Context: an optimization exercise on an open-source flow, tuned for small area, a short achievable clock period and few clock cycles per item. The choices shown serve that exercise and are no tape-out recipe. The RTL was checked by simulation tests, not by an equivalence proof against the original design. Power and IR drop assume default switching activity.

`flow/config.mk`:
```
export PLATFORM = sky130hd
export DESIGN_NAME = priority_semaphore_bank_top
export DESIGN_NICKNAME = priority_semaphore_bank_top
export VERILOG_FILES = /design/flow/design.v
export SDC_FILE = /design/flow/constraint.sdc
export NUM_CORES = 4
export LEC_CHECK = 0
export CAP_MARGIN = 20
export CORE_MARGIN = 2
export CORE_UTILIZATION = 40
export SETUP_SLACK_MARGIN = 2.8
export SLEW_MARGIN = 20
```
`flow/constraint.sdc`:
```
create_clock -name core_clock -period 5.0 [get_ports {aclk}]
set_input_delay 1.0000 -clock core_clock [delete_from_list [all_inputs] [get_ports {aclk}]]
set_output_delay 1.0000 -clock core_clock [all_outputs]
set_load 0.01 [all_outputs]
```
`flow/design.v`:
```
package psb_pkg;
    localparam int NUM_SEM    = 8;
    localparam int MAX_TASKS  = 32;
    localparam int CNT_W      = 16;
    localparam int S_TDATA_W  = 48;
    localparam int M_TDATA_W  = 16;
    localparam int CFG_DATA_W = 64;
    localparam logic [1:0] ST_OK      = 2'd0;
    localparam logic [1:0] ST_BLOCKED = 2'd1;
    localparam logic [1:0] ST_REFUSED = 2'd2;
    localparam logic [1:0] ST_TIMEOUT = 2'd3;
endpackage
module psb_prienc (
    input  logic [31:0] vec,
    output logic [31:0] drop,
    output logic [5:0]  prio,
    output logic        two
);
    logic [31:0] s [6];    
    logic [31:0] above;    
    logic [31:0] top;
    logic [15:0] a1, t1;   
    logic [7:0]  a2, t2;
    logic [3:0]  a3, t3;
    logic [1:0]  a4, t4;
    always_comb begin
        s[0] = vec;
        for (int k = 0; k < 5; k++) begin
            for (int i = 0; i < 32; i++) begin
                if (((i >> k) & 1) == 0) s[k+1][i] = s[k][i] | s[k][((i >> k) + 1) << k];
                else                     s[k+1][i] = s[k][i];
            end
        end
        above = {1'b0, s[5][31:1]};
        drop  = vec & above;
        top   = vec & ~above;
        prio  = '0;
        for (int i = 0; i < 32; i++) begin
            prio = prio | ({6{top[i]}} & 6'(i + 1));
        end
        for (int i = 0; i < 16; i++) begin
            a1[i] = vec[2*i] | vec[2*i+1];
            t1[i] = vec[2*i] & vec[2*i+1];
        end
        for (int i = 0; i < 8; i++) begin
            a2[i] = a1[2*i] | a1[2*i+1];
            t2[i] = t1[2*i] | t1[2*i+1] | (a1[2*i] & a1[2*i+1]);
        end
        for (int i = 0; i < 4; i++) begin
            a3[i] = a2[2*i] | a2[2*i+1];
            t3[i] = t2[2*i] | t2[2*i+1] | (a2[2*i] & a2[2*i+1]);
        end
        for (int i = 0; i < 2; i++) begin
            a4[i] = a3[2*i] | a3[2*i+1];
            t4[i] = t3[2*i] | t3[2*i+1] | (a3[2*i] & a3[2*i+1]);
        end
        two = t4[0] | t4[1] | (a4[0] & a4[1]);
    end
endmodule
module psb_core (
    input  logic        aclk,
    input  logic        aresetn,
    input  logic        cfg_mask,     
    input  logic        cfg_counts,   
    input  logic [63:0] cfg_data,
    input  logic [7:0]  rd_sel,       
    input  logic [7:0]  rd_bank,      
    input  logic        ex_fire,
    input  logic [7:0]  sel,          
    input  logic [4:0]  pidx,
    input  logic        op_wait,      
    input  logic        op_block,     
    input  logic        op_sig,       
    input  logic        op_res,       
    output logic [1:0]  status,
    output logic        rel_valid,
    output logic [5:0]  rel_prio
);
    logic [7:0]  cmask_reg;
    logic [15:0] cnt_reg  [8];
    logic [31:0] mask_reg [8];
    logic [7:0]  any_reg;     
    logic [15:0] c;
    logic [31:0] b;
    logic        z, full, any, cm;
    logic [15:0] rc;
    logic [31:0] rb;
    logic [15:0] pz [5];
    logic [15:0] po [5];
    logic [15:0] lz, lo;
    logic        eq1, eqfe;
    logic [31:0] pbit;
    logic        hit;         
    logic [31:0] drop;
    logic [5:0]  top_prio;
    logic        two;
    logic        dec, inc, blk;
    logic [15:0] cnt_new;
    logic [31:0] mask_new;
    logic        z_new, full_new, any_new;
    logic        keep;
    logic [15:0] cnt_base;
    logic [31:0] mask_wd;
    logic        any_wd;
    logic        rany;
    logic        fwd;
    logic        rcm;
    logic [7:0]  rsel;
    always_ff @(posedge aclk) begin
        if (!aresetn) begin
            cmask_reg <= '0;
        end else if (cfg_mask) begin
            cmask_reg <= cfg_data[7:0];
        end
    end
    always_comb begin
        pz[0] = ~c;
        po[0] = c;
        for (int k = 0; k < 4; k++) begin
            for (int i = 0; i < 16; i++) begin
                if ((i >> k) & 1) begin
                    pz[k+1][i] = pz[k][i] & pz[k][((i >> k) << k) - 1];
                    po[k+1][i] = po[k][i] & po[k][((i >> k) << k) - 1];
                end else begin
                    pz[k+1][i] = pz[k][i];
                    po[k+1][i] = po[k][i];
                end
            end
        end
        lz = {pz[4][14:0], 1'b1};
        lo = {po[4][14:0], 1'b1};
    end
    assign eq1  = c[0] & (c[15:1] == 15'd0);
    assign eqfe = ~c[0] & (c[15:1] == 15'h7FFF);
    always_comb begin
        for (int i = 0; i < 32; i++) pbit[i] = (pidx == 5'(i));
    end
    assign hit = b[pidx];
    psb_prienc u_prienc (
        .vec  (b),
        .drop (drop),
        .prio (top_prio),
        .two  (two)
    );
    assign dec     = op_wait & ~z;
    assign inc     = op_sig & ~any & (cm ? ~full : z);
    assign blk     = op_block & z;
    assign cnt_new = c ^ (({16{dec}} & lz) | ({16{inc}} & lo));
    always_comb begin
        mask_new = b;
        if (op_sig)      mask_new = drop;
        else if (op_res) mask_new = b & ~pbit;
        else if (blk)    mask_new = b | pbit;
    end
    assign z_new    = dec ? eq1 : (z & ~inc);
    assign full_new = inc ? eqfe : (full & ~dec);
    assign any_new  = op_sig ? two :
                      op_res ? (two | (any & ~hit)) :
                      (any | blk);
    always_comb begin
        status = psb_pkg::ST_REFUSED;
        if (op_wait) begin
            if (!z)            status = psb_pkg::ST_OK;
            else if (op_block) status = psb_pkg::ST_BLOCKED;
        end else if (op_sig) begin
            if (any | inc)     status = psb_pkg::ST_OK;
        end else if (op_res) begin
            status = hit ? psb_pkg::ST_TIMEOUT : psb_pkg::ST_OK;
        end
    end
    assign rel_valid = op_sig & any;
    assign rel_prio  = op_sig ? top_prio : 6'd0;
    assign keep     = aresetn & ~cfg_counts;
    assign cnt_base = cnt_new & {16{keep}};
    assign mask_wd  = mask_new & {32{keep}};
    assign any_wd   = any_new & keep;
    for (genvar s = 0; s < 8; s++) begin : g_sem
        logic        we;
        logic [7:0]  bt;
        logic [15:0] cw;
        assign bt = cfg_data[8*s +: 8];
        assign we = ~aresetn | cfg_counts | (ex_fire & sel[s]);
        assign cw[15:8] = cnt_base[15:8];
        assign cw[7:0]  = cfg_counts ?
                          {bt[7:1] & {7{cmask_reg[s]}}, cmask_reg[s] ? bt[0] : (bt != 8'd0)} :
                          cnt_base[7:0];
        always_ff @(posedge aclk) begin
            if (we) begin
                cnt_reg[s]  <= cw;
                mask_reg[s] <= mask_wd;
                any_reg[s]  <= any_wd;
            end
        end
    end
    assign fwd  = ex_fire & ((rd_sel & sel) != 8'd0);
    assign rsel = rd_bank;
    always_comb begin
        rc  = '0;
        rb  = '0;
        rcm = 1'b0;
        rany = 1'b0;
        for (int s = 0; s < 8; s++) begin
            rany = rany | (any_reg[s] & rsel[s]);
            rc  = rc  | (cnt_reg[s]  & {16{rsel[s]}});
            rb  = rb  | (mask_reg[s] & {32{rsel[s]}});
            rcm = rcm | (cmask_reg[s] & rsel[s]);
        end
    end
    always_ff @(posedge aclk) begin
        if (fwd) begin
            c    <= cnt_new;
            b    <= mask_new;
            z    <= z_new;
            full <= full_new;
            any  <= any_new;
        end else begin
            c    <= rc;
            b    <= rb;
            z    <= (rc == 16'd0);
            full <= (rc == 16'hFFFF);
            any  <= rany;
        end
        cm <= rcm;
    end
endmodule
module priority_semaphore_bank_top (
    input  logic         aclk,
    input  logic         aresetn,
    input  logic         s_tvalid,
    output logic         s_tready,
    input  logic [47:0]  s_tdata,
    output logic         m_tvalid,
    input  logic         m_tready,
    output logic [15:0]  m_tdata,
    input  logic         cfg_valid,
    output logic         cfg_ready,
    input  logic [0:0]   cfg_index,
    input  logic [63:0]  cfg_data
);
    typedef struct packed {
        logic [7:0] sel;
        logic [4:0] pidx;
        logic       op_wait;
        logic       op_block;
        logic       op_sig;
        logic       op_res;
    } req_t;
    logic       r_vld, x_vld, o0_vld, o1_vld;
    req_t       r_req, x_req, s_req;
    logic [8:0] o0, o1, rsp;
    logic       s_fire, x_fire, r_move, o_pop;
    logic       r_vld_n, x_vld_n, o0_vld_n, o1_vld_n, r_move_n;
    logic [7:0] bank_n, bank_sel;
    logic [1:0] mode;
    logic [5:0] prio;
    logic       prio_ok, tmo_nz;
    logic [1:0] status;
    logic       rel_valid;
    logic [5:0] rel_prio;
    assign mode    = s_tdata[1:0];
    assign prio    = s_tdata[10:5];
    assign tmo_nz  = |s_tdata[42:11];
    assign prio_ok = (prio != 6'd0) && (prio <= 6'd32);
    assign s_req.sel      = 8'd1 << s_tdata[4:2];
    assign s_req.pidx     = prio[4:0] - 5'd1;
    assign s_req.op_wait  = (mode == 2'd0);
    assign s_req.op_block = (mode == 2'd0) && tmo_nz && prio_ok;
    assign s_req.op_sig   = (mode == 2'd1);
    assign s_req.op_res   = (mode == 2'd2) && prio_ok;
    assign cfg_ready = 1'b1;
    assign x_fire   = x_vld && !o1_vld;
    assign r_move   = r_vld && (!x_vld || x_fire);
    assign s_tready = !r_vld || !x_vld || x_fire;
    assign s_fire   = s_tvalid && s_tready;
    assign o_pop    = o0_vld && m_tready;
    always_comb begin
        if (!aresetn) begin
            r_vld_n  = 1'b0;
            x_vld_n  = 1'b0;
            o0_vld_n = 1'b0;
            o1_vld_n = 1'b0;
        end else begin
            r_vld_n = s_fire || (r_vld && !r_move);
            x_vld_n = r_move || (x_vld && !x_fire);
            if (!o0_vld || o_pop) begin
                o0_vld_n = o1_vld || x_fire;
                o1_vld_n = 1'b0;
            end else begin
                o0_vld_n = o0_vld;
                o1_vld_n = o1_vld || x_fire;
            end
        end
        r_move_n = r_vld_n && (!x_vld_n || !o1_vld_n);
        bank_n   = r_move_n ? (s_fire ? s_req.sel : r_req.sel) :
                              (r_move ? r_req.sel : x_req.sel);
    end
    always_ff @(posedge aclk) begin
        r_vld    <= r_vld_n;
        x_vld    <= x_vld_n;
        o0_vld   <= o0_vld_n;
        o1_vld   <= o1_vld_n;
        bank_sel <= bank_n;
    end
    assign rsp = {rel_prio, rel_valid, status};
    always_ff @(posedge aclk) begin
        if (s_fire) r_req <= s_req;
        if (r_move) x_req <= r_req;
        if (!o0_vld || o_pop) begin
            o0 <= o1_vld ? o1 : rsp;
        end else if (!o1_vld) begin
            o1 <= rsp;
        end
    end
    psb_core u_core (
        .aclk       (aclk),
        .aresetn    (aresetn),
        .cfg_mask   (cfg_valid && (cfg_index == 1'b0)),
        .cfg_counts (cfg_valid && (cfg_index == 1'b1)),
        .cfg_data   (cfg_data),
        .rd_sel     (r_req.sel),
        .rd_bank    (bank_sel),
        .ex_fire    (x_fire),
        .sel        (x_req.sel),
        .pidx       (x_req.pidx),
        .op_wait    (x_req.op_wait),
        .op_block   (x_req.op_block),
        .op_sig     (x_req.op_sig),
        .op_res     (x_req.op_res),
        .status     (status),
        .rel_valid  (rel_valid),
        .rel_prio   (rel_prio)
    );
    assign m_tvalid = o0_vld;
    assign m_tdata  = {7'd0, o0};
endmodule
```
`flow/run.sh`:
```
#!/bin/bash
# synth_recipe.tcl (not shown) runs the flow's synth.tcl, then flattens the netlist and writes it again
# the make line also repeats each setting of config.mk as NAME=value (left out here)
make -C /OpenROAD-flow-scripts/flow DESIGN_CONFIG=/design/flow/config.mk WORK_HOME=/design/flow/orfs CLKGATE_MAP_FILE= SYNTH_SCRIPT=/design/flow/synth_recipe.tcl finish
```
==> results of run 1 <==
==> metrics by stage <==
stage                     power (mW)  hold WS (ns)  instances  worst slack, ns  instance area [sq um]
after floorplan                 6.88         0.400       1629             2.55                  21900
after global placement          7.53         0.406       2351             1.25                  23700
after detailed placement        7.57         0.405       2351             1.17                  23700
after CTS                       11.6         0.418       2553             2.45                  27000
after global routing            12.2         0.425       2600             2.37                  28000
final                           11.8         0.416       2601             2.42                  28000
==> cell usage after synthesis, types with 31 or more instances <==
library cell and n:
a21o_1 56, a21oi_1 102, a22oi_1 209, clkbuf_1 93, dfxtp_1 72, edfxtp_1 444, nand2_1 57, nand4_1 65
nor2_1 121, nor2b_1 31, nor3_1 31, nor4_1 33, o21ai_0 39
==> area by class of cell <==
class / count / area, sq um / share of cell area [%]
clock inverters: 15 / 146 / 0.523
well taps: 696 / 871 / 3.11
multi-input cells: 1001 / 7830 / 28.0
flip-flops and latches: 516 / 14900 / 53.1
clock buffers: 85 / 1500 / 5.34
repair buffers: 270 / 2720 / 9.72
inverters: 17 / 71.3 / 0.255
diodes: 1 / 2.50 / 0.00893
==> timing repair <==
action / CTS / global route
pin swaps: 25 / 30
setup endpoints to repair: 868 / 639
hold buffers: 0 / 0
gates cloned: 20 / 7
buffers inserted: 82 / 40
gates resized for setup: 233 / 114
==> kinds of logic (layout without fill, tap and decap cells) <==
kind of cell | count (synthesis) | after routing | share of synthesized area (%)
and+or+nand+nor | 420 | 424 | 10.2
other | 2 | 9 | 0.0347
DFF | 516 | 516 | 68.3
buffers and inverters | 135 | 387 | 2.54
muxes | 35 | 35 | 2.11
adders and majority gates | 2 | 2 | 0.104
AOI/OAI and AO/OA | 493 | 512 | 15.9
xor gates and xnor gates | 20 | 20 | 0.810
==> report_power, final <==
| part | leakage, nW | switching, mW | internal (mW) | total [mW] |
|---|---|---|---|---|
| logic | 4.25 | 1.20 | 0.870 | 2.07 |
| registers | 5.27 | 0.497 | 5.47 | 5.97 |
| clock network | 0.798 | 1.62 | 2.16 | 3.78 |
==> critical path, stage by stage (launching register included) <==
cell and delay [ns]:
edfxtp_1 0.37, buf_12 0.13, buf_4 0.22, mux4_2 0.52, mux2i_1 0.25, nand3_1 0.13, o211ai_1 0.13, buf_4 0.16
a311oi_4 0.14, nor3_4 0.32
==> final timing paths <==
kind	to	cells after the start
worst max-delay path	u_core.any_reg[1]	9
worst max register to register	u_core.any_reg[1]	9
worst min register to register	x_req[3]	0
worst min-delay path	x_req[3]	0
==> per-layer routing <==
metal,vias to the layer above,share of wire [%]
met5,-,0
met4,0,3.8
met3,177,9.1
met2,903,47
met1,8195,40
li1,6976,-
==> results by group, run 1 <==
Finish
  – Share of the core filled with cells in the final layout: 52.3%
  – Filler cell count: 4439
  – Post-synthesis to final-layout area growth: 29.6%
  – Share of cells above drive strength 1: between 20% and 30%
  – Leading cell type in the layout, fill and taps excluded: edfxtp_1
  – Max reg flops: about 260
  – Count of nets after finishing: between 1.5k and 2k
  – Leading cell types in the layout, fill and taps excluded: 444 x edfxtp_1, 208 x a22oi_1, 110 x clkdlybuf4s50_1, 103 x buf_4, 96 x a21oi_1

STA
  – Final hold viol count: 0
  – Number of setup violations in the final report: 0
  – Maximum clock skew at final layout: between 0.015 and 0.02 ns
  – Slew at the pin with the worst max-slew slack: about 1.1 ns
  – Time the final worst path needs with I/O delays and setup: approximately 2.6 ns
  – Period utilisation layout: between 50 and 60%
  – Final count of pins violating max slew: 0
  – Unrepaired setup endpoints after global routing: yes
  – Achievable Freq: 0.388 GHz
  – Final total negative setup slack: 0 ns
  – Max-slew headroom at the worst pin: 28.1%

Critical path
  – Data required, critical path: between 5 and 6 ns
  – Endpoint kind of the worst setup timing path: flop
  – Kind of launch point of the worst setup path: flop
  – Origin of the critical flop-to-flop path: x_req[5]
  – Flop-to-flop setup slack: about 2.4 ns
  – Worst Path Max Fanout: 12
  – Crit path DAT: roughly 3.0 ns
  – Critical path start-end classification: reg -> reg
  – Source of the critical timing path: x_req[5]

Synth
  – Post-synthesis cell type count: just over 70
  – Count of flip-flops with a built-in enable after synthesis: roughly 440
  – Leading register cell type out of synthesis: edfxtp_1
  – Synth area leader: edfxtp_1
  – Post-synth top area share: a little over 60%
  – Top cells by area in the synthesized netlist: edfxtp_1 62%, a22oi_1 7.3%, dfxtp_1 6.7%
  – Synth Cell Area: ~0.022 sq mm
  – Total number of yosys warnings: 8
  – Sequential-to-total area share from yosys stat: around two thirds
  – Async set-or-reset flop fraction in the synthesized netlist: 0%
  – Syn Area/Cell: approximately 13 sq um
  – Count of state elements after synthesis: 516
  – Post-Synthesis Cells: 1623

Global routing
  – GR Util met1: between 30% and 40%
  – GR Util All Layers: 24.6%
  – Number of antenna violations at the first check in global routing: 1
  – GRT overflow: 0
  – Largest net degree at the start of global routing: roughly 90
  – Gr busiest metal: met2
  – GR met3 Demand/Resource: between 4 and 5%
  – Wire length of the first global-routing pass: 103000 um
  – Number of global-route vias before repair: ~16k
  – Met2 layer usage reported by global route: 39.7%

Power and ir drop
  – Cell area power density: approximately 420 mW/mm^2
  – Maximum vdd drop: 0.000318 V
  – Leakage: around 10 nW

Die
  – Num rows: 85
  – Area of the die: between 0.05 and 0.06 sq mm
  – Placeable core region: ~0.054 sq mm
  – Io pins: between 100 and 150
  – Overall die width: 236 um
  – Floorplan die height: 236 um
  – Starting density of the core: between 40 and 50%

Routing
  – Average detailed-routed wire length per instance: between 20 and 30 um
  – Remaining routing DRC violations: 0
  – Iter 0 DRT Violations: around 2.2k
  – Vias post-DR: ~16k
  – Drt pass-1 iters: 6
  – Total routed wirelength: about 71000 um
  – Post-route antenna net violation count: 0
  – Via density per instance: 6.25

CTS
  – CTS clk-pin slew, worst paths: around 0.060 ns
  – Sink Count: about 520
  – Number of clock buffers inserted by TritonCTS: 53
  – Clock latency of the later-clocked register in the worst-skew pair: 0.61 ns
  – Longest Clk Path Bufs: 3
  – Clock tree root driver cell: clkbuf_16
  – TritonCTS clock tree: done
  – Maximum level of the CTS H-tree: 2

Place
  – Port-buffer cells: 123
  – Weighted congestion reported at the end of routability-driven placement: roughly 0.93
  – HPWL after detailed placement: ~38000 um

Run status
  – Run status: finished clean

Min path
  – Beginning of the worst hold path: r_req[3]
  – Worst min path class: reg -> reg

Run
  – Max Cap Viol: 0
Testbench counts, summed over its fixed seeds: cycles 19,296, items 19,200.
==> run 2: changes to the inputs <==
--- a/flow/config.mk
+++ b/flow/config.mk
@@ -9,4 +9,4 @@
 export CORE_MARGIN = 2
 export CORE_UTILIZATION = 40
-export SETUP_SLACK_MARGIN = 2.8
+export SETUP_SLACK_MARGIN = 2.2
 export SLEW_MARGIN = 20
==> results by group, run 2 <==
STA
  – Final total negative setup slack: 0 ns (unchanged)
  – Max-slew headroom at the worst pin: 34.3% (+6.1 points)
  – Final hold viol count: 0 (unchanged)
  – Maximum clock skew at final layout: 0.0196 ns (+0.00122 ns)
  – Number of setup violations in the final report: 0 (unchanged)
  – Slew at the pin with the worst max-slew slack: 0.983 ns (-0.0930 ns)
  – Unrepaired setup endpoints after global routing: yes
  – Time the final worst path needs with I/O delays and setup: 2.91 ns (+0.334 ns)
  – Period utilisation layout: 58.3% (+6.7 points)
  – Achievable Freq: 0.343 GHz (-11%)
  – Final count of pins violating max slew: 0 (unchanged)
  – Fin Hold WS: 0.421 ns (+0.00483 ns)

Critical path
  – Data required, critical path: 5.26 ns (-0.13 ns)
  – Cell type of the slowest stage on the worst timing path: clkdlybuf4s50_1
  – Critical path start-end classification: in -> reg
  – Endpoint kind of the worst setup timing path: flop
  – Most Frequent Cell on Critical Path: nand2_2
  – CP cell instances: clkdlybuf4s50_1 > nand2_2 > nand2_2 > a21o_2 > buf_12
  – Delay of the slowest cell on the worst path: 0.71 ns (+0.19 ns)
  – WP buf/inv: 2 (-1)
  – Kind of launch point of the worst setup path: input pin
  – Crit path DAT: 3.18 ns (+0.21 ns)
  – Cell family with the largest share of critical-path delay: buffers and inverters
  – Worst Path Max Fanout: 30 (+18)

Min path
  – Worst min path class: reg -> reg

Routing
  – Vias post-DR: 15.0k (-7.6%)
  – Via density per instance: 6.08 (-2.8%)
  – Average detailed-routed wire length per instance: 25.1 um (-8.8%)
  – Iter 0 DRT Violations: 1464 (-34%)
  – Drt pass-1 iters: 6 (unchanged)
  – Total routed wirelength: 62000 um (-13%)
  – Remaining routing DRC violations: 0 (unchanged)
  – Post-route antenna net violation count: 0 (unchanged)

CTS
  – Clock tree root driver cell: clkbuf_16
  – Clock latency of the later-clocked register in the worst-skew pair: 0.60 ns (about the same)
  – CTS clk-pin slew, worst paths: 0.06 ns (about the same)
  – Maximum level of the CTS H-tree: 2 (unchanged)
  – TritonCTS clock tree: done
  – Longest Clk Path Bufs: 3 (unchanged)
  – Number of clock buffers inserted by TritonCTS: 52 (-1.9%)
  – Sink Count: 516 (unchanged)

Global routing
  – Number of antenna violations at the first check in global routing: 0 (-1)
  – GR Util All Layers: 21.8% (-2.8 points)
  – Number of global-route vias before repair: 15.1k (-4.7%)
  – GRT overflow: 0 (unchanged)
  – Wire length of the first global-routing pass: 92800 um (-9.8%)
  – Largest net degree at the start of global routing: 51 (-43%)

Synth
  – Most instantiated cells after synthesis: 444 x edfxtp_1, 209 x a22oi_1, 121 x nor2_1
  – Post-Synthesis Cells: 1623 (unchanged)
  – Async set-or-reset flop fraction in the synthesized netlist: 0% (unchanged)
  – Count of state elements after synthesis: 516 (unchanged)
  – Synth area leader: edfxtp_1
  – Syn Area/Cell: 13.3 sq um (unchanged)
  – Total number of yosys warnings: 8 (unchanged)
  – Post-synth top area share: 61.7% (unchanged)
  – Count leader, synth: edfxtp_1
  – Synth Cell Area: 0.0216 sq mm (unchanged)
  – Post-synthesis cell type count: 72 (unchanged)
  – Sequential-to-total area share from yosys stat: 68.3% (unchanged)
  – Top cells by area in the synthesized netlist: edfxtp_1 62%, a22oi_1 7.3%, dfxtp_1 6.7%
  – Leading register cell type out of synthesis: edfxtp_1
  – Count of flip-flops with a built-in enable after synthesis: 444 (unchanged)

Power and ir drop
  – Cell area power density: 450 mW/mm^2 (+6.6%)
  – Final Power: 11.6 mW (-2.1%)
  – Leakage: 9.32 nW (-9.8%)
  – Maximum vdd drop: 0.000235 V (-26%)

Die
  – Floorplan die height: 236 um (unchanged)
  – Starting density of the core: 40.3% (unchanged)
  – Overall die width: 236 um (unchanged)
  – Area of the die: 0.0559 sq mm (unchanged)
  – Placeable core region: 0.0536 sq mm (unchanged)
  – Num rows: 85 (unchanged)
  – Io pins: 137 (unchanged)

Finish
  – Seq. cell area: 0.0148 sq mm (-0.43%)
  – Leading cell type in the layout, fill and taps excluded: edfxtp_1
  – Count of nets after finishing: 1854 (-6.3%)
  – Max reg flops: 256 (unchanged)
  – Filler cell count: 4785 (+7.8%)
  – Antenna cell count: 0 (-1)
  – Area of the multi-input gates: 0.00655 sq mm (-16%)
  – Share of cells above drive strength 1: 13.6% (-12 points)
  – Leading cell types in the layout, fill and taps excluded: 444 x edfxtp_1, 209 x a22oi_1, 121 x clkdlybuf4s50_1, 102 x nor2_1, 102 x a21oi_1
  – Post-synthesis to final-layout area growth: 19.1%

Place
  – Weighted congestion reported at the end of routability-driven placement: 0.939 (+1.2%)
  – HPWL after detailed placement: 38300 um (+1.9%)
  – Port-buffer cells: 123 (unchanged)

Run
  – Max Cap Viol: 0 (unchanged)

Run status
  – Run status: finished clean
-- run 2: cell counts after synthesis --
Identical to the previous run, type by type.
-- run 2: layout make-up --
cell class                 instances  area share [%]
clock buffer                      70            5.75
clock inverter                    26            1.14
inverter                          17           0.262
multi-input combinational        979            25.4
sequential                       516            57.5
tap                              696            3.38
timing repair buffer             169            6.50
-- run 2: kinds of logic after synthesis --
| group | Yosys count | share of synthesized area, % |
|---|---|---|
| AO/OA/AOI/OAI | 493 | 15.9 |
| XOR/XNOR | 20 | 0.810 |
| adder cells (fa/ha/maj) | 2 | 0.104 |
| other | 2 | 0.0347 |
| multiplexers | 35 | 2.11 |
| AND/OR/NAND/NOR | 420 | 10.2 |
| buffers and inverters | 135 | 2.54 |
| flip-flops | 516 | 68.3 |
-- run 2: power breakdown --
part           switching, mW  leakage (nW)  total (mW)  internal, mW
clock                   1.62         0.864        4.01          2.38
sequential             0.540          5.27        5.99          5.45
combinational          0.929          3.18        1.57         0.643
total                   3.09          9.32        11.6          8.48
-- run 2: path summary, 6_finish.rpt --
path                                    from                    end  cells past startpoint  slack (ns)
worst max-delay path               cfg_valid  u_core.cnt_reg[6][13]                      5        2.09
worst max register to register  u_core.b[15]      u_core.any_reg[7]                      6        2.24
worst min-delay path                r_req[4]               x_req[4]                      0        0.42
worst min register to register      r_req[4]               x_req[4]                      0        0.42
-- run 2: routing by layer --
metal / wire [um] / part of all wire, % / global-route usage (%)
met1: 26200 / 42 / 29.4
met2: 29400 / 47 / 36.3
met3: 4680 / 7.5 / 3.52
met4: 1650 / 2.7 / 6.81
met5: 0 / 0 / 0
-- run 2: per-stage QoR --
stage	util (%)	instances	instance area, sq um	setup slack [ns]
after floorplan	-	1629	21700	2.35
after global placement	44.0	2357	23600	1.16
after detailed placement	44.0	2357	23600	1.10
after CTS	47.7	2466	25600	2.12
after global routing	48.0	2473	25700	2.07
final	48.0	2473	25700	2.09
-- run 2: what timing repair did --
item / CTS / global route
pin swaps: 3 / 4
buffers inserted: 12 / 7
resized for setup: 32 / 40
cloned: 1 / 0
setup endpoints to repair: 595 / 456
hold buffers: 0 / 0
==> run 3: changes to the inputs <==
--- a/flow/config.mk
+++ b/flow/config.mk
@@ -8,5 +8,5 @@
 export CAP_MARGIN = 20
 export CORE_MARGIN = 2
-export CORE_UTILIZATION = 40
-export SETUP_SLACK_MARGIN = 2.2
+export CORE_UTILIZATION = 55
+export SETUP_SLACK_MARGIN = 2.5
 export SLEW_MARGIN = 20
==> results by group, run 3 <==
Global routing
  – Number of global-route vias before repair: 15.2k (+0.53%)
  – Number of antenna violations at the first check in global routing: 0 (unchanged)
  – GRT overflow: 0 (unchanged)
  – Wire length of the first global-routing pass: 90400 um (-2.6%)
  – GR Util All Layers: 29.3% (+7.4 points)
  – Largest net degree at the start of global routing: 89 (+75%)

CTS
  – Sink Count: 516 (unchanged)
  – TritonCTS clock tree: done
  – Clock latency of the later-clocked register in the worst-skew pair: 0.61 ns (about the same)
  – Total of hold buffers inserted after clock tree synthesis: 0 (unchanged)
  – CTS clk-pin slew, worst paths: 0.07 ns (about the same)
  – Number of clock buffers inserted by TritonCTS: 52 (unchanged)
  – Maximum level of the CTS H-tree: 2 (unchanged)
  – Clock tree root driver cell: clkbuf_16
  – Longest Clk Path Bufs: 3 (unchanged)

Place
  – HPWL after detailed placement: 37300 um (-2.7%)
  – Port-buffer cells: 123 (unchanged)
  – Cell Count Post-Placement: 2180 (-7.5%)
  – Weighted congestion reported at the end of routability-driven placement: 0.975 (+3.8%)

Power and ir drop
  – Share of total power in sequential cells: 51.2% (-0.6 points)
  – Internal power consumption: 8.51 mW (+0.33%)
  – Leakage: 9.54 nW (+2.4%)
  – Psw: 3.10 mW (+0.39%)
  – Combinational share of power: 14.7% (+1.1 points)
  – Share of power burned in the clock network: 34.1% (-0.5 points)
  – Final Power: 11.6 mW (+0.34%)
  – Maximum vdd drop: 0.000319 V (+36%)
  – Switching power as a share of total power: 26.7% (about the same)
  – Cell area power density: 446 mW/mm^2 (-0.76%)

Synth
  – Total number of yosys warnings: 8 (unchanged)
  – Sequential-to-total area share from yosys stat: 68.3% (unchanged)
  – Syn Area/Cell: 13.3 sq um (unchanged)
  – Synth area leader: edfxtp_1
  – Count of state elements after synthesis: 516 (unchanged)
  – Leading register cell type out of synthesis: edfxtp_1
  – Post-synthesis cell type count: 72 (unchanged)
  – Post-synth top area share: 61.7% (unchanged)
  – Count of flip-flops with a built-in enable after synthesis: 444 (unchanged)
  – Count leader, synth: edfxtp_1
  – Synth Cell Area: 0.0216 sq mm (unchanged)
  – Async set-or-reset flop fraction in the synthesized netlist: 0% (unchanged)
  – Most instantiated cells after synthesis: 444 x edfxtp_1, 209 x a22oi_1, 121 x nor2_1
  – Top cells by area in the synthesized netlist: edfxtp_1 62%, a22oi_1 7.3%, dfxtp_1 6.7%
  – Post-Synthesis Cells: 1623 (unchanged)

STA
  – Unrepaired setup endpoints after global routing: yes
  – Final count of pins violating max slew: 0 (unchanged)
  – Final total negative setup slack: 0 ns (unchanged)
  – Final hold viol count: 0 (unchanged)
  – Fin Hold WS: 0.417 ns (-0.00425 ns)
  – Maximum clock skew at final layout: 0.0315 ns (+0.0119 ns)
  – Slew at the pin with the worst max-slew slack: 0.959 ns (-0.0235 ns)
  – Time the final worst path needs with I/O delays and setup: 2.56 ns (-0.350 ns)
  – Number of setup violations in the final report: 0 (unchanged)
  – Period utilisation layout: 51.2% (-7.0 points)
  – Achievable Freq: 0.390 GHz (+14%)
  – Max-slew headroom at the worst pin: 36.1% (+1.8 points)

Die
  – Num rows: 72 (-15%)
  – Floorplan die height: 202 um (-14%)
  – Placeable core region: 0.0387 sq mm (-28%)
  – Area of the die: 0.0409 sq mm (-27%)
  – Io pins: 137 (unchanged)
  – Overall die width: 202 um (-14%)
  – Starting density of the core: 55.8% (+15 points)

Routing
  – Via density per instance: 6.54 (+7.6%)
  – Iter 0 DRT Violations: 1468 (+0.27%)
  – Post-route antenna net violation count: 0 (unchanged)
  – Average detailed-routed wire length per instance: 25.9 um (+3.4%)
  – Total routed wirelength: 60300 um (-2.7%)
  – Remaining routing DRC violations: 0 (unchanged)
  – Vias post-DR: 15.2k (+1.2%)
  – Drt pass-1 iters: 5 (-1)

Critical path
  – CP cell instances: mux4_2 > mux4_2 > o211ai_1 > buf_4 > a311oi_2 > buf_4 > nor3_4
  – Source of the critical timing path: u_core.b[22]
  – Endpoint kind of the worst setup timing path: flop
  – Delay of the slowest cell on the worst path: 0.52 ns (-0.19 ns)
  – Data required, critical path: 5.39 ns (+0.13 ns)
  – Critical path start-end classification: reg -> reg
  – Crit path DAT: 2.95 ns (-0.23 ns)
  – Reg2Reg Depth: 7 (+1)
  – Timing endpoint of the critical path: u_core.any_reg[0]
  – Kind of launch point of the worst setup path: flop
  – Origin of the critical flop-to-flop path: u_core.b[22]
  – Worst Path Max Fanout: 10 (-67%)
  – Cell type of the slowest stage on the worst timing path: mux4_2
  – Flop-to-flop setup slack: 2.44 ns (+0.20 ns)
  – Worst flop-to-flop path endpoint: u_core.any_reg[0]

Finish
  – Non-filler instance count after layout: 2327 (-5.9%)
  – Antenna cell count: 0 (unchanged)
  – Share of the core filled with cells in the final layout: 67.2% (+19 points)
  – Leading cell types in the layout, fill and taps excluded: 444 x edfxtp_1, 209 x a22oi_1, 117 x clkdlybuf4s50_1, 101 x a21oi_1, 91 x nor2_1
  – Post-synthesis to final-layout area growth: 20.4%
  – Share of cells above drive strength 1: 17.1% (+3.5 points)
  – Count of nets after finishing: 1884 (+1.6%)
  – Max reg flops: 256 (unchanged)
  – Leading cell type in the layout, fill and taps excluded: edfxtp_1

Run
  – Max Cap Viol: 0 (unchanged)

Min path
  – Worst min path class: reg -> reg

Run status
  – Run status: finished clean
-- run 3: cell counts after synthesis --
No cell type changed its count.
-- run 3: logic make-up after synthesis --
kind of cell	after synthesis	synth area share, %
AO/OA/AOI/OAI	493	15.9
XOR/XNOR	20	0.810
adder cells (fa/ha/maj)	2	0.104
buffers and inverters	135	2.54
flip-flops	516	68.3
multiplexers	35	2.11
other	2	0.0347
AND/OR/NAND/NOR	420	10.2
-- run 3: power groups by stage --
| stage | Sequential [mW] | Combinational [mW] | Clock [mW] |
|---|---|---|---|
| floorplan | 5.73 | 1.12 | 0 |
| global placement | 5.99 | 1.50 | 0 |
| detailed placement | 6.01 | 1.52 | 0 |
| CTS | 5.92 | 1.64 | 4.01 |
| global route | 5.99 | 1.85 | 4.17 |
| finish | 5.94 | 1.71 | 3.96 |
-- run 3: worst min-delay path by stage --
stage                        start  endpoint  cells past startpoint
after detailed placement  r_req[5]  x_req[5]                      0
after global placement    r_req[4]  x_req[4]                      0
final                     r_req[5]  x_req[5]                      0
after global routing      r_req[5]  x_req[5]                      0
after floorplan           r_req[0]  x_req[0]                      0
after CTS                 r_req[5]  x_req[5]                      0
-- run 3: worst max-delay path, delay by kind of cell, from the launching register on --
kind / cells / cell delay (ns)
muxes: 2 / 1.01
DFF: 1 / 0.46
buffers and inverters: 2 / 0.33
and+or+nand+nor: 1 / 0.27
AOI/OAI and AO/OA: 2 / 0.26
-- run 3: through the flow --
| step | area [sq um] | setup slack (ns) |
|---|---|---|
| final | 26000 | 2.44 |
| after global routing | 26000 | 2.38 |
| after CTS | 25700 | 2.45 |
| after detailed placement | 23300 | 1.20 |
| after global placement | 23300 | 1.25 |
| after floorplan | 21700 | 2.38 |
-- run 3: layer usage --
| metal | vias up | global-route usage, % | share of wire [%] |
|---|---|---|---|
| li1 | 6752 | - | - |
| met3 | 146 | 3.72 | 6.2 |
| met2 | 661 | 49.4 | 50 |
| met4 | 0 | 11.7 | 3.5 |
| met1 | 7651 | 38.8 | 40 |
| met5 | - | 0 | 0 |
-- run 3: area by class of cell --
cell class                      instances  area (sq um)
Inverter                               17          67.6
Clock inverter                         23           264
Multi-Input combinational cell        978          6780
Timing Repair Buffer                  200          1950
Tap cell                              518           648
Fill cell                            2866         12700
Clock buffer                           75          1490
Sequential cell                       516         14800
-- run 3: timing repair --
item                       in CTS  in global routing
setup endpoints to repair     788                474
buffers inserted               33                 16
gates resized for setup       100                 53
pin swaps                       9                 15
==> run 4: changes to the inputs <==
--- a/flow/config.mk
+++ b/flow/config.mk
@@ -8,5 +8,5 @@
 export CAP_MARGIN = 20
 export CORE_MARGIN = 2
-export CORE_UTILIZATION = 55
+export CORE_UTILIZATION = 40
 export SETUP_SLACK_MARGIN = 2.5
 export SLEW_MARGIN = 20
==> results by group, run 4 <==
Place
  – Weighted congestion reported at the end of routability-driven placement: 0.900 (-7.7%)
  – HPWL after detailed placement: 37800 um (+1.5%)
  – Area post-placement: 0.0237 sq mm (+1.4%)
  – Port-buffer cells: 123 (unchanged)

Die
  – Io pins: 137 (unchanged)
  – Num rows: 85 (+18%)
  – Floorplan die height: 236 um (+17%)
  – Starting density of the core: 40.3% (-15 points)
  – Placeable core region: 0.0536 sq mm (+38%)
  – Overall die width: 236 um (+17%)
  – Area of the die: 0.0559 sq mm (+37%)

Synth
  – Post-synth top area share: 61.7% (unchanged)
  – Post-Synthesis Cells: 1623 (unchanged)
  – Post-synthesis cell type count: 72 (unchanged)
  – Synth Cell Area: 0.0216 sq mm (unchanged)
  – Async set-or-reset flop fraction in the synthesized netlist: 0% (unchanged)
  – Sequential-to-total area share from yosys stat: 68.3% (unchanged)
  – Leading register cell type out of synthesis: edfxtp_1
  – Count of state elements after synthesis: 516 (unchanged)
  – Top cells by area in the synthesized netlist: edfxtp_1 62%, a22oi_1 7.3%, dfxtp_1 6.7%
  – Total number of yosys warnings: 8 (unchanged)
  – Count of flip-flops with a built-in enable after synthesis: 444 (unchanged)
  – Count leader, synth: edfxtp_1
  – Syn Area/Cell: 13.3 sq um (unchanged)
  – Most instantiated cells after synthesis: 444 x edfxtp_1, 209 x a22oi_1, 121 x nor2_1
  – Synth area leader: edfxtp_1

STA
  – Final hold viol count: 0 (unchanged)
  – Maximum clock skew at final layout: 0.0204 ns (-0.0111 ns)
  – Unrepaired setup endpoints after global routing: yes
  – Final total negative setup slack: 0 ns (unchanged)
  – Final count of pins violating max slew: 0 (unchanged)
  – Achievable Freq: 0.390 GHz (-0.16%)
  – Max-slew headroom at the worst pin: 37.7% (+1.6 points)
  – Period utilisation layout: 51.3% (+0.083 points)
  – Number of setup violations in the final report: 0 (unchanged)
  – Slew at the pin with the worst max-slew slack: 0.934 ns (-0.0245 ns)
  – Time the final worst path needs with I/O delays and setup: 2.57 ns (+0.00414 ns)

Power and ir drop
  – Maximum vdd drop: 0.000268 V (-16%)
  – Final Power: 11.7 mW (+0.42%)
  – Leakage: 9.50 nW (-0.41%)
  – Cell area power density: 445 mW/mm^2 (-0.16%)

Critical path
  – Crit path DAT: 2.98 ns (+0.03 ns)
  – Worst Path Max Fanout: 6 (-4)
  – Critical path start-end classification: reg -> reg
  – Endpoint kind of the worst setup timing path: flop
  – Kind of launch point of the worst setup path: flop
  – Data required, critical path: 5.42 ns (+0.03 ns)

Routing
  – Vias post-DR: 14.9k (-2.0%)
  – Average detailed-routed wire length per instance: 24.8 um (-4.4%)
  – Drt pass-1 iters: 5 (unchanged)
  – Met3 Wirelength: 3570 um (-4.2%)
  – Total routed wirelength: 61700 um (+2.3%)
  – Iter 0 DRT Violations: 1489 (+1.4%)
  – Wire length on met1: 26900 um (+10%)
  – Via density per instance: 5.99 (-8.4%)
  – Post-route antenna net violation count: 0 (unchanged)
  – Max Used Layer: met4
  – Remaining routing DRC violations: 0 (unchanged)
  – Routed met2 length: 29600 um (-1.6%)

Finish
  – Max reg flops: 256 (unchanged)
  – Post-synthesis to final-layout area growth: 21.1%
  – Leading cell type in the layout, fill and taps excluded: edfxtp_1
  – Area of the multi-input gates: 0.00676 sq mm (-0.30%)
  – Antenna cell count: 0 (unchanged)
  – Share of cells above drive strength 1: 15.7% (-1.4 points)
  – Leading cell types in the layout, fill and taps excluded: 444 x edfxtp_1, 209 x a22oi_1, 118 x clkdlybuf4s50_1, 101 x a21oi_1, 96 x nor2_1
  – Seq. cell area: 0.0148 sq mm (-0.10%)
  – Filler cell count: 4705 (+64%)
  – Count of nets after finishing: 1870 (-0.74%)
  – Post-Layout Inst Area: 0.0262 sq mm (+0.58%)

Global routing
  – Number of antenna violations at the first check in global routing: 0 (unchanged)
  – Number of global-route vias before repair: 15.0k (-0.85%)
  – GRT overflow: 0 (unchanged)
  – GR Util All Layers: 21.9% (-7.4 points)
  – Wire length of the first global-routing pass: 93000 um (+2.9%)
  – Largest net degree at the start of global routing: 89 (unchanged)

CTS
  – CTS clk-pin slew, worst paths: 0.06 ns (about the same)
  – Clock tree root driver cell: clkbuf_16
  – Clock latency of the later-clocked register in the worst-skew pair: 0.60 ns (about the same)
  – Maximum level of the CTS H-tree: 2 (unchanged)
  – Longest Clk Path Bufs: 3 (unchanged)
  – Total of hold buffers inserted after clock tree synthesis: 0 (unchanged)
  – Number of clock buffers inserted by TritonCTS: 52 (unchanged)
  – Sink Count: 516 (unchanged)
  – TritonCTS clock tree: done

Run status
  – Run status: finished clean

Min path
  – Worst min path class: reg -> reg

Run
  – Max Cap Viol: 0 (unchanged)
[run 4: final timing paths]
check | from | endpoint | slack, ns | cells after the start
min reg2reg | r_req[8] | x_req[8] | 0.41 | 0
max reg2reg | u_core.b[19] | o0[3] | 2.43 | 5
max | u_core.b[19] | o0[3] | 2.43 | 5
min | r_req[8] | x_req[8] | 0.41 | 0
[run 4: kinds of logic after synthesis]
kind of cell	after synthesis	share of synthesized area (%)
AO/OA/AOI/OAI	493	15.9
XOR/XNOR	20	0.810
buffers and inverters	135	2.54
multiplexers	35	2.11
adder cells (fa/ha/maj)	2	0.104
other	2	0.0347
AND/OR/NAND/NOR	420	10.2
flip-flops	516	68.3
[run 4: repair_timing]
| item | CTS | global route |
|---|---|---|
| gates resized for setup | 61 | 62 |
| endpoints found under the hold margin | 0 | 0 |
| pin swaps | 5 | 11 |
| endpoints found under the setup margin | 822 | 369 |
| setup buffers | 26 | 9 |
[run 4: per-stage QoR]
step | setup slack (ns) | utilization (%) | std cells | hold slack (ns)
2_1_floorplan | 2.38 | - | 1629 | 0.400
5_1_grt | 2.39 | 48.8 | 2490 | 0.441
4_1_cts | 2.39 | 48.3 | 2481 | 0.416
3_5_place_dp | 1.29 | 44.1 | 2358 | 0.405
3_3_place_gp | 1.36 | 44.1 | 2358 | 0.405
6_report | 2.43 | 48.8 | 2490 | 0.415
[run 4: layout make-up]
cell class	count	area share, %
Multi-Input combinational cell	978	25.8
Clock buffer	70	5.34
Inverter	17	0.258
Tap cell	696	3.33
Sequential cell	516	56.6
Timing Repair Buffer	186	7.19
Clock inverter	27	1.46
[run 4: power by group]
part / internal (mW) / leakage, nW / switching, mW / total [mW]
registers: 5.46 / 5.27 / 0.469 / 5.93
logic: 0.681 / 3.38 / 0.992 / 1.67
clock network: 2.43 / 0.857 / 1.63 / 4.06
[run 4: worst max-delay path: stages, from the launching register on]
cell     delay (ns)
dfxtp_4        0.36
or4_4          0.56
or4_4          0.58
or4b_4         0.50
and3_4         0.17
a31oi_4        0.21
[run 4: metal layers]
metal	vias up	global-route usage, %
li1	6714	-
met1	7568	30.4
met2	531	36.0
met3	94	2.49
met4	0	7.52
met5	-	0
==> run 5: changes to the inputs <==
--- a/flow/config.mk
+++ b/flow/config.mk
@@ -9,4 +9,7 @@
 export CORE_MARGIN = 2
 export CORE_UTILIZATION = 40
+export CTS_BUF_LIST = sky130_fd_sc_hd__clkbuf_16
+export CTS_CLUSTER_DIAMETER = 100
+export CTS_CLUSTER_SIZE = 30
 export SETUP_SLACK_MARGIN = 2.5
 export SLEW_MARGIN = 20
==> results by group, run 5 <==
Run status
  – Run status: finished clean

Die
  – Overall die width: 236 um (unchanged)
  – Floorplan die height: 236 um (unchanged)
  – Io pins: 137 (unchanged)
  – Starting density of the core: 40.3% (unchanged)
  – Area of the die: 0.0559 sq mm (unchanged)
  – Num rows: 85 (unchanged)
  – Placeable core region: 0.0536 sq mm (unchanged)

STA
  – Number of setup violations in the final report: 0 (unchanged)
  – Final hold viol count: 0 (unchanged)
  – Period utilisation layout: 50.9% (-0.41 points)
  – Slew at the pin with the worst max-slew slack: 0.918 ns (-0.0169 ns)
  – Maximum clock skew at final layout: 0.0401 ns (+0.0197 ns)
  – Time the final worst path needs with I/O delays and setup: 2.55 ns (-0.0204 ns)
  – Unrepaired setup endpoints after global routing: yes
  – Final worst setup slack: 2.45 ns (+0.0204 ns)
  – Max-slew headroom at the worst pin: 38.8% (+1.1 points)
  – Achievable Freq: 0.393 GHz (+0.80%)
  – Final total negative setup slack: 0 ns (unchanged)
  – Final count of pins violating max slew: 0 (unchanged)

Global routing
  – Number of antenna violations at the first check in global routing: 0 (unchanged)
  – Wire length of the first global-routing pass: 92000 um (-1.1%)
  – GR Util All Layers: 21.5% (-0.40 points)
  – Number of global-route vias before repair: 14.8k (-1.6%)
  – Largest net degree at the start of global routing: 89 (unchanged)
  – GRT overflow: 0 (unchanged)

Min path
  – Worst min path class: reg -> reg

Routing
  – Vias post-DR: 14.8k (-0.52%)
  – Remaining routing DRC violations: 0 (unchanged)
  – Drt pass-1 iters: 5 (unchanged)
  – Iter 0 DRT Violations: 1622 (+8.9%)
  – Post-route antenna net violation count: 0 (unchanged)
  – Average detailed-routed wire length per instance: 25.1 um (+1.5%)
  – Via density per instance: 6.07 (+1.4%)
  – Total routed wirelength: 61400 um (-0.47%)

CTS
  – Clock latency of the later-clocked register in the worst-skew pair: 0.59 ns (about the same)
  – Clock tree root driver cell: clkbuf_16
  – Sink Count: 516 (unchanged)
  – CTS clk-pin slew, worst paths: 0.11 ns (+0.05 ns)
  – Maximum level of the CTS H-tree: 1 (-1)
  – Longest Clk Path Bufs: 3 (unchanged)
  – TritonCTS clock tree: done
  – Number of clock buffers inserted by TritonCTS: 22 (-58%)
  – Total of hold buffers inserted after clock tree synthesis: 0 (unchanged)

Place
  – Post-place setup slack: 1.29 ns (unchanged)
  – Port-buffer cells: 123 (unchanged)
  – HPWL after detailed placement: 37800 um (unchanged)
  – Area post-placement: 0.0237 sq mm (unchanged)
  – Cell Count Post-Placement: 2358 (unchanged)
  – Weighted congestion reported at the end of routability-driven placement: 0.900 (unchanged)

Finish
  – Share of cells above drive strength 1: 14.4% (-1.3 points)
  – Leading cell type in the layout, fill and taps excluded: edfxtp_1
  – Count of nets after finishing: 1848 (-1.2%)
  – Post-Layout Inst Area: 0.0252 sq mm (-3.6%)
  – Post-synthesis to final-layout area growth: 16.7%
  – Max reg flops: 256 (unchanged)
  – Leading cell types in the layout, fill and taps excluded: 444 x edfxtp_1, 209 x a22oi_1, 119 x clkdlybuf4s50_1, 102 x a21oi_1, 91 x nor2_1
  – Share of the core filled with cells in the final layout: 47.1% (-1.8 points)
  – Non-filler instance count after layout: 2442 (-1.9%)

Critical path
  – Crit path DAT: 2.95 ns (-0.03 ns)
  – Kind of launch point of the worst setup path: flop
  – Critical path start-end classification: reg -> reg
  – Worst Path Max Fanout: 4 (-2)
  – Data required, critical path: 5.40 ns (-0.02 ns)
  – Endpoint kind of the worst setup timing path: flop

Synth
  – Count leader, synth: edfxtp_1
  – Synth area leader: edfxtp_1
  – Post-synth top area share: 61.7% (unchanged)
  – Async set-or-reset flop fraction in the synthesized netlist: 0% (unchanged)
  – Count of state elements after synthesis: 516 (unchanged)
  – Synth Cell Area: 0.0216 sq mm (unchanged)
  – Post-synthesis cell type count: 72 (unchanged)
  – Count of flip-flops with a built-in enable after synthesis: 444 (unchanged)
  – Sequential-to-total area share from yosys stat: 68.3% (unchanged)
  – Most instantiated cells after synthesis: 444 x edfxtp_1, 209 x a22oi_1, 121 x nor2_1
  – Leading register cell type out of synthesis: edfxtp_1
  – Post-Synthesis Cells: 1623 (unchanged)
  – Top cells by area in the synthesized netlist: edfxtp_1 62%, a22oi_1 7.3%, dfxtp_1 6.7%
  – Total number of yosys warnings: 8 (unchanged)
  – Syn Area/Cell: 13.3 sq um (unchanged)

Run
  – Max Cap Viol: 0 (unchanged)

Power and ir drop
  – Maximum vdd drop: 0.000251 V (-6.2%)
  – Cell area power density: 393 mW/mm^2 (-12%)
  – Leakage: 9.09 nW (-4.3%)
==> run 5: layout make-up <==
| cell class | instances | area, sq um |
|---|---|---|
| fill | 4778 | 28400 |
| sequential | 516 | 14800 |
| multi-input combinational | 978 | 6770 |
| timing repair buffer | 194 | 1970 |
| tap | 696 | 871 |
| clock buffer | 23 | 576 |
| clock inverter | 17 | 154 |
| inverter | 17 | 67.6 |
| antenna | 1 | 2.50 |
==> run 5: final timing paths <==
kind                    to  cells past startpoint         start  slack (ns)
setup / recovery     o1[3]                      5  u_core.b[18]        2.45
hold reg to reg   x_req[8]                      0      r_req[8]        0.43
setup reg to reg     o1[3]                      5  u_core.b[18]        2.45
hold / removal    x_req[8]                      0      r_req[8]        0.43
==> run 5: power breakdown <==
| part | internal [mW] | total [mW] | switching, mW |
|---|---|---|---|
| clock network | 0.975 | 2.30 | 1.33 |
| registers | 5.45 | 5.92 | 0.470 |
| logic | 0.696 | 1.70 | 1.00 |
| total | 7.12 | 9.92 | 2.80 |
==> run 5: what timing repair did <==
action	CTS	global route
gates resized for setup	73	62
setup buffers	27	15
gates cloned	0	1
setup endpoints to repair	823	428
pin swaps	7	11
==> run 5: kinds of logic after synthesis <==
| group | share of synthesized area [%] |
|---|---|
| flops | 68.3 |
| compound gates | 15.9 |
| xor+xnor | 0.810 |
| mux | 2.11 |
| fa+ha+maj | 0.104 |
| buf+inv | 2.54 |
| other cells | 0.0347 |
| simple gates | 10.2 |
==> run 5: worst max-delay path: stages, from the launching register on <==
cell	delay (ns)
dfxtp_4	0.37
or4_4	0.56
or4_4	0.60
or4b_4	0.52
and3_4	0.18
a31oi_4	0.16
==> run 5: metrics by stage <==
stage | hold slack, ns | power (mW)
after floorplan | 0.400 | 6.84
after global placement | 0.405 | 7.51
after detailed placement | 0.405 | 7.55
after CTS | 0.431 | 9.87
after global routing | 0.446 | 10.3
final | 0.433 | 9.92
==> run 5: layer usage <==
layer	up-vias	global-route usage (%)	wire, um
met1	7590	30.2	26900
met2	536	36.0	29900
li1	6633	-	-
met4	0	5.43	1400
met3	71	2.05	3240
met5	-	0	0
==> run 6: changes to the inputs <==
--- a/flow/config.mk
+++ b/flow/config.mk
@@ -9,7 +9,7 @@
 export CORE_MARGIN = 2
 export CORE_UTILIZATION = 40
-export CTS_BUF_LIST = sky130_fd_sc_hd__clkbuf_16
-export CTS_CLUSTER_DIAMETER = 100
-export CTS_CLUSTER_SIZE = 30
-export SETUP_SLACK_MARGIN = 2.5
+export CTS_BUF_LIST = sky130_fd_sc_hd__clkbuf_8
+export CTS_CLUSTER_DIAMETER = 80
+export CTS_CLUSTER_SIZE = 16
+export SETUP_SLACK_MARGIN = 2.65
 export SLEW_MARGIN = 20
==> results by group, run 6 <==
Run status
  – Run status: finished clean

Synth
  – Sequential-to-total area share from yosys stat: 68.3% (unchanged)
  – Post-synthesis cell type count: 72 (unchanged)
  – Synth Cell Area: 0.0216 sq mm (unchanged)
  – Async set-or-reset flop fraction in the synthesized netlist: 0% (unchanged)
  – Syn Area/Cell: 13.3 sq um (unchanged)
  – Total number of yosys warnings: 8 (unchanged)
  – Post-synth top area share: 61.7% (unchanged)
  – Top cells by area in the synthesized netlist: edfxtp_1 62%, a22oi_1 7.3%, dfxtp_1 6.7%
  – Most instantiated cells after synthesis: 444 x edfxtp_1, 209 x a22oi_1, 121 x nor2_1
  – Count leader, synth: edfxtp_1
  – Synth area leader: edfxtp_1
  – Leading register cell type out of synthesis: edfxtp_1
  – Post-Synthesis Cells: 1623 (unchanged)
  – Count of flip-flops with a built-in enable after synthesis: 444 (unchanged)
  – Count of state elements after synthesis: 516 (unchanged)

Place
  – Weighted congestion reported at the end of routability-driven placement: 0.944 (+5.0%)
  – Area post-placement: 0.0236 sq mm (-0.39%)
  – Post-place setup slack: 1.06 ns (-0.224 ns)
  – Port-buffer cells: 123 (unchanged)
  – HPWL after detailed placement: 36400 um (-3.9%)

STA
  – Number of setup violations in the final report: 0 (unchanged)
  – Time the final worst path needs with I/O delays and setup: 2.56 ns (+0.0160 ns)
  – Max-slew headroom at the worst pin: 34.3% (-4.5 points)
  – Final total negative setup slack: 0 ns (unchanged)
  – Final hold viol count: 0 (unchanged)
  – Fin Hold WS: 0.432 ns (-0.000149 ns)
  – Slew at the pin with the worst max-slew slack: 0.983 ns (+0.0658 ns)
  – Final count of pins violating max slew: 0 (unchanged)
  – Achievable Freq: 0.390 GHz (-0.62%)
  – Period utilisation layout: 51.2% (+0.32 points)
  – Unrepaired setup endpoints after global routing: yes
  – Final worst setup slack: 2.44 ns (-0.0160 ns)
  – Maximum clock skew at final layout: 0.0379 ns (-0.00227 ns)

Global routing
  – Wire length of the first global-routing pass: 98000 um (+6.5%)
  – Number of global-route vias before repair: 15.0k (+1.4%)
  – GRT overflow: 0 (unchanged)
  – Number of antenna violations at the first check in global routing: 1 (+1)
  – Largest net degree at the start of global routing: 89 (unchanged)
  – GR Util All Layers: 23.3% (+1.8 points)

Routing
  – Average detailed-routed wire length per instance: 27.1 um (+7.9%)
  – Total routed wirelength: 67900 um (+11%)
  – Remaining routing DRC violations: 0 (unchanged)
  – Via density per instance: 6.16 (+1.4%)
  – Post-route antenna net violation count: 0 (unchanged)
  – Vias post-DR: 15.4k (+3.8%)
  – Drt pass-1 iters: 6 (+1)
  – Iter 0 DRT Violations: 1938 (+19%)

CTS
  – Maximum level of the CTS H-tree: 2 (+1)
  – TritonCTS clock tree: done
  – Number of clock buffers inserted by TritonCTS: 39 (+77%)
  – Longest Clk Path Bufs: 3 (unchanged)
  – Total of hold buffers inserted after clock tree synthesis: 0 (unchanged)
  – Clock latency of the later-clocked register in the worst-skew pair: 0.65 ns (+0.06 ns)
  – Sink Count: 516 (unchanged)
  – Clock tree root driver cell: clkbuf_8
  – CTS clk-pin slew, worst paths: 0.11 ns (about the same)

Critical path
  – Endpoint kind of the worst setup timing path: flop
  – WP buf/inv: 3 (+3)
  – Flop-to-flop setup slack: 2.44 ns (-0.02 ns)
  – Delay of the slowest cell on the worst path: 0.52 ns (-0.08 ns)
  – Critical path start-end classification: reg -> reg
  – Data required, critical path: 5.45 ns (+0.05 ns)
  – Kind of launch point of the worst setup path: flop
  – Cell type of the slowest stage on the worst timing path: mux4_2
  – CP cell instances: buf_12 > mux4_2 > mux4_2 > o211ai_1 > buf_4 > a311oi_2 > buf_4 > nor3_4
  – Crit path DAT: 3.01 ns (+0.06 ns)
  – Worst Path Max Fanout: 8 (+4)
  – Cell family with the largest share of critical-path delay: multiplexers

Finish
  – Post-synthesis to final-layout area growth: 19.6%
  – Post-Layout Inst Area: 0.0259 sq mm (+2.5%)
  – Share of cells above drive strength 1: 18.7% (+4.3 points)
  – Leading cell type in the layout, fill and taps excluded: edfxtp_1
  – Seq. cell area: 0.0149 sq mm (+0.24%)
  – Count of nets after finishing: 1893 (+2.4%)
  – Antenna cell count: 0 (-1)
  – Area of the multi-input gates: 0.00724 sq mm (+6.9%)
  – Filler cell count: 4751 (-0.57%)
  – Max reg flops: 256 (unchanged)
  – Share of the core filled with cells in the final layout: 48.2% (+1.2 points)
  – Leading cell types in the layout, fill and taps excluded: 444 x edfxtp_1, 209 x a22oi_1, 109 x clkdlybuf4s50_1, 100 x a21oi_1, 78 x nor2_1

Die
  – Area of the die: 0.0559 sq mm (unchanged)
  – Floorplan die height: 236 um (unchanged)
  – Num rows: 85 (unchanged)
  – Overall die width: 236 um (unchanged)
  – Io pins: 137 (unchanged)
  – Starting density of the core: 40.3% (unchanged)
  – Placeable core region: 0.0536 sq mm (unchanged)

Run
  – Max Cap Viol: 0 (unchanged)

Min path
  – Worst min path class: reg -> reg

Power and ir drop
  – Leakage: 9.41 nW (+3.5%)
  – Cell area power density: 386 mW/mm^2 (-1.8%)
  – Maximum vdd drop: 0.000271 V (+7.7%)
==> run 6: cell counts after synthesis <==
Identical to the previous run, type by type.
==> run 6: power breakdown <==
part | internal, mW | switching [mW] | leakage, nW
Combinational | 0.754 | 1.09 | 3.69
Clock | 0.783 | 1.41 | 0.449
Sequential | 5.45 | 0.500 | 5.27
Total | 6.99 | 2.99 | 9.41
==> run 6: repair_timing <==
| item | in CTS | in global routing |
|---|---|---|
| setup endpoints to repair | 868 | 580 |
| resized for setup | 169 | 54 |
| pin swaps | 15 | 18 |
| gates cloned | 10 | 4 |
| buffers inserted | 47 | 23 |
==> run 6: path summary, 6_finish.rpt <==
kind	start	end	cells after the start
setup reg to reg	x_req[5]	u_core.any_reg[5]	8
hold reg to reg	r_req[5]	x_req[5]	0
hold / removal	r_req[5]	x_req[5]	0
setup / recovery	x_req[5]	u_core.any_reg[5]	8
==> run 6: cell families after synthesis <==
kind of cell | after synthesis | synth area share (%)
AO/OA/AOI/OAI | 493 | 15.9
XOR/XNOR | 20 | 0.810
adder cells (fa/ha/maj) | 2 | 0.104
buffers and inverters | 135 | 2.54
flip-flops | 516 | 68.3
multiplexers | 35 | 2.11
other | 2 | 0.0347
AND/OR/NAND/NOR | 420 | 10.2
==> run 6: per-layer routing <==
metal	routed length, um	global-route usage [%]	up-vias
met2	32000	37.7	789
met3	5690	3.44	106
met1	28200	32.5	7726
met4	1930	7.46	0
met5	0	0	-
li1	-	-	6778
==> run 6: cell type report <==
type,instances,area share [%]
flip-flops and latches,516,57.5
multi-input cells,992,28.0
well taps,696,3.37
clock inverters,30,0.552
clock buffers,41,2.18
repair buffers,208,8.16
inverters,17,0.276
==> run 6: per-stage QoR <==
stage / power [mW] / cells
floorplan: 6.86 / 1629
global placement: 7.51 / 2345
detailed placement: 7.55 / 2345
CTS: 9.90 / 2473
global route: 10.4 / 2500
finish: 9.99 / 2500
==> run 7: changes to the inputs <==
--- a/flow/config.mk
+++ b/flow/config.mk
@@ -12,4 +12,4 @@
 export CTS_CLUSTER_DIAMETER = 80
 export CTS_CLUSTER_SIZE = 16
-export SETUP_SLACK_MARGIN = 2.65
+export SETUP_SLACK_MARGIN = 2.35
 export SLEW_MARGIN = 20
==> results by group, run 7 <==
CTS
  – Maximum level of the CTS H-tree: 2 (unchanged)
  – Sink Count: 516 (unchanged)
  – Longest Clk Path Bufs: 3 (unchanged)
  – Clock latency of the later-clocked register in the worst-skew pair: 0.64 ns (about the same)
  – Clock tree root driver cell: clkbuf_8
  – TritonCTS clock tree: done
  – Total of hold buffers inserted after clock tree synthesis: 0 (unchanged)
  – Number of clock buffers inserted by TritonCTS: 39 (unchanged)
  – CTS clk-pin slew, worst paths: 0.11 ns (about the same)

Place
  – Area post-placement: 0.0236 sq mm (about the same)
  – Port-buffer cells: 123 (unchanged)
  – HPWL after detailed placement: 38300 um (+5.4%)
  – Post-place setup slack: 1.10 ns (+0.0339 ns)
  – Weighted congestion reported at the end of routability-driven placement: 0.939 (-0.57%)

Finish
  – Count of nets after finishing: 1854 (-2.1%)
  – Share of cells above drive strength 1: 13.7% (-5.0 points)
  – Post-synthesis to final-layout area growth: 15.3%
  – Antenna cell count: 0 (unchanged)
  – Max reg flops: 256 (unchanged)
  – Leading cell type in the layout, fill and taps excluded: edfxtp_1
  – Post-Layout Inst Area: 0.0249 sq mm (-3.6%)
  – Filler cell count: 4879 (+2.7%)
  – Leading cell types in the layout, fill and taps excluded: 444 x edfxtp_1, 209 x a22oi_1, 120 x clkdlybuf4s50_1, 102 x a21oi_1, 93 x nor2_1

Synth
  – Sequential-to-total area share from yosys stat: 68.3% (unchanged)
  – Post-Synthesis Cells: 1623 (unchanged)
  – Total number of yosys warnings: 8 (unchanged)
  – Count of state elements after synthesis: 516 (unchanged)
  – Synth area leader: edfxtp_1
  – Most instantiated cells after synthesis: 444 x edfxtp_1, 209 x a22oi_1, 121 x nor2_1
  – Dominant combinational cell family by area after synthesis: compound AO/OA/AOI/OAI gates
  – Synthesized-area fraction occupied by and/or/nand/nor cells: 10.2% (unchanged)
  – Portion of netlist area occupied by mux cells: 2.11% (unchanged)
  – Synth Area in XOR/XNOR: 0.810% (unchanged)
  – Syn Area/Cell: 13.3 sq um (unchanged)
  – Leading register cell type out of synthesis: edfxtp_1
  – Synth Cell Area: 0.0216 sq mm (unchanged)
  – Count of flip-flops with a built-in enable after synthesis: 444 (unchanged)
  – Synth Area in Adders: 0.104% (unchanged)
  – Complex-gate fraction of the synthesized area: 15.9% (unchanged)
  – Top cells by area in the synthesized netlist: edfxtp_1 62%, a22oi_1 7.3%, dfxtp_1 6.7%
  – Async set-or-reset flop fraction in the synthesized netlist: 0% (unchanged)
  – Post-synth top area share: 61.7% (unchanged)
  – Post-synthesis cell type count: 72 (unchanged)
  – Count leader, synth: edfxtp_1

Min path
  – Beginning of the worst hold path: r_req[4]
  – Worst min path class: reg -> reg

Die
  – Io pins: 137 (unchanged)
  – Num rows: 85 (unchanged)
  – Area of the die: 0.0559 sq mm (unchanged)
  – Floorplan die height: 236 um (unchanged)
  – Placeable core region: 0.0536 sq mm (unchanged)
  – Overall die width: 236 um (unchanged)
  – Starting density of the core: 40.3% (unchanged)

STA
  – Max-slew headroom at the worst pin: 38.1% (+3.8 points)
  – Fin Hold WS: 0.431 ns (-0.00151 ns)
  – Unrepaired setup endpoints after global routing: yes
  – Final count of pins violating max slew: 0 (unchanged)
  – Final hold viol count: 0 (unchanged)
  – Time the final worst path needs with I/O delays and setup: 2.63 ns (+0.0696 ns)
  – Period utilisation layout: 52.6% (+1.4 points)
  – Maximum clock skew at final layout: 0.0351 ns (-0.00281 ns)
  – Final total negative setup slack: 0 ns (unchanged)
  – Slew at the pin with the worst max-slew slack: 0.929 ns (-0.0543 ns)
  – Number of setup violations in the final report: 0 (unchanged)
  – Final worst setup slack: 2.37 ns (-0.0696 ns)
  – Achievable Freq: 0.380 GHz (-2.6%)

Power and ir drop
  – Final Power: 9.80 mW (-1.8%)
  – Cell area power density: 393 mW/mm^2 (+1.8%)
  – Maximum vdd drop: 0.000194 V (-28%)
  – Leakage: 9.01 nW (-4.2%)

Critical path
  – Critical path start-end classification: reg -> reg
  – Origin of the critical flop-to-flop path: u_core.b[13]
  – Data required, critical path: 5.37 ns (-0.08 ns)
  – Source of the critical timing path: u_core.b[13]
  – Worst Path Max Fanout: 9 (+1)
  – Kind of launch point of the worst setup path: flop
  – Endpoint kind of the worst setup timing path: flop
  – Crit path DAT: 3.00 ns (about the same)

Global routing
  – GR met3 Demand/Resource: 4.27% (+0.83 points)
  – Wire length of the first global-routing pass: 92400 um (-5.7%)
  – Number of global-route vias before repair: 14.9k (-0.47%)
  – GR Util All Layers: 21.8% (-1.5 points)
  – Met2 layer usage reported by global route: 36.1% (-1.6 points)
  – Number of antenna violations at the first check in global routing: 0 (-1)
  – Largest net degree at the start of global routing: 51 (-43%)
  – Gr busiest metal: met2
  – GR Util met1: 29.7% (-2.9 points)
  – GRT overflow: 0 (unchanged)

Routing
  – Via density per instance: 6.05 (-1.9%)
  – Total routed wirelength: 61900 um (-8.7%)
  – Iter 0 DRT Violations: 1542 (-20%)
  – Remaining routing DRC violations: 0 (unchanged)
  – Vias post-DR: 14.9k (-3.4%)
  – Post-route antenna net violation count: 0 (unchanged)
  – Average detailed-routed wire length per instance: 25.2 um (-7.3%)
  – Drt pass-1 iters: 6 (unchanged)

Run status
  – Run status: finished clean

Run
  – Max Cap Viol: 0 (unchanged)
run 7: power by group:
part,total (mW),switching [mW],internal (mW)
clock network,2.21,1.37,0.845
registers,5.99,0.542,5.45
logic,1.60,0.939,0.658
total,9.80,2.85,6.95
run 7: what timing repair did:
action,CTS,global route
gates resized for setup,58,50
pin swaps,5,9
buffers inserted,15,17
setup endpoints to repair,640,389
endpoints found under the hold margin,0,0
gates cloned,1,0
run 7: cell families (layout without fill, tap and decap cells):
kind of cell	Yosys count	count (layout)
DFF	516	516
AOI/OAI and AO/OA	493	494
and+or+nand+nor	420	420
buffers and inverters	135	270
muxes	35	35
xor gates and xnor gates	20	20
adders and majority gates	2	2
other	2	8
run 7: worst max-delay path, stage by stage (launching register included):
cell and delay, ns:
dfxtp_2 0.39, or3_1 0.45, or3_4 0.44, a2111oi_1 0.38
a21oi_1 0.17, a311oi_2 0.28, buf_4 0.18, nor3_4 0.06
run 7: cell type report:
cell class	count	area (sq um)	share of cell area, %
inverter	17	67.6	0.271
clock buffer	42	578	2.32
clock inverter	29	150	0.602
multi-input combinational	979	6660	26.7
timing repair buffer	182	1780	7.15
sequential	516	14800	59.5
tap	696	871	3.49
run 7: through the flow:
stage / cells / utilization [%]
final: 2461 / 46.5
after global routing: 2461 / 46.5
after CTS: 2444 / 46.0
after detailed placement: 2357 / 44.0
after global placement: 2357 / 44.0
after floorplan: 1629 / -
run 7: path summary, 6_finish.rpt:
kind                                          end  slack, ns  depth (start not counted)
worst max-delay path            u_core.any_reg[3]       2.37                          7
worst min-delay path                     x_req[4]       0.43                          0
worst max register to register  u_core.any_reg[3]       2.37                          7
worst min register to register           x_req[4]       0.43                          0
run 7: routing by layer:
layer,vias to the layer above,wire [um]
met1,7521,26600
met4,0,1540
met5,-,0
li1,6647,-
met3,112,4350
met2,598,29400

==> static timing again, ports no longer ideal <==
How much do the figures lean on ideal ports? The routed layouts below were timed once more, with nothing changed but the port constraints. Step 1 assumes that a clkbuf_16 drives the clock port and a buf_2 every other input. Step 2 also shifts input and output timing later by t, the mid clock arrival at the registers, as if the neighbouring blocks saw the same clock. Slacks: no drivers / after step 1 / after step 2; pairs: no drivers / after step 1.
run	shift t [ns]	slack for setup (ns)	worst register clock-pin slew, ns
run 1	0.655	2.421 / 2.421 / 2.119	0.06 / 0.06
run 2	0.647	2.087 / 2.122 / 1.475	0.07 / 0.07
run 3	0.647	2.438 / 2.438 / 2.024	0.07 / 0.07
run 4	0.651	2.434 / 2.434 / 2.139	0.06 / 0.06
run 5	0.627	2.454 / 2.454 / 1.884	0.12 / 0.12
run 6	0.684	2.438 / 2.438 / 1.995	0.11 / 0.11
run 7	0.681	2.369 / 2.369 / 1.718	0.11 / 0.11
After both steps every run listed still meets setup and hold. The setup slack of run 7, which loses most, moves by 0.000 ns with the drivers and by -0.651 ns with both steps.
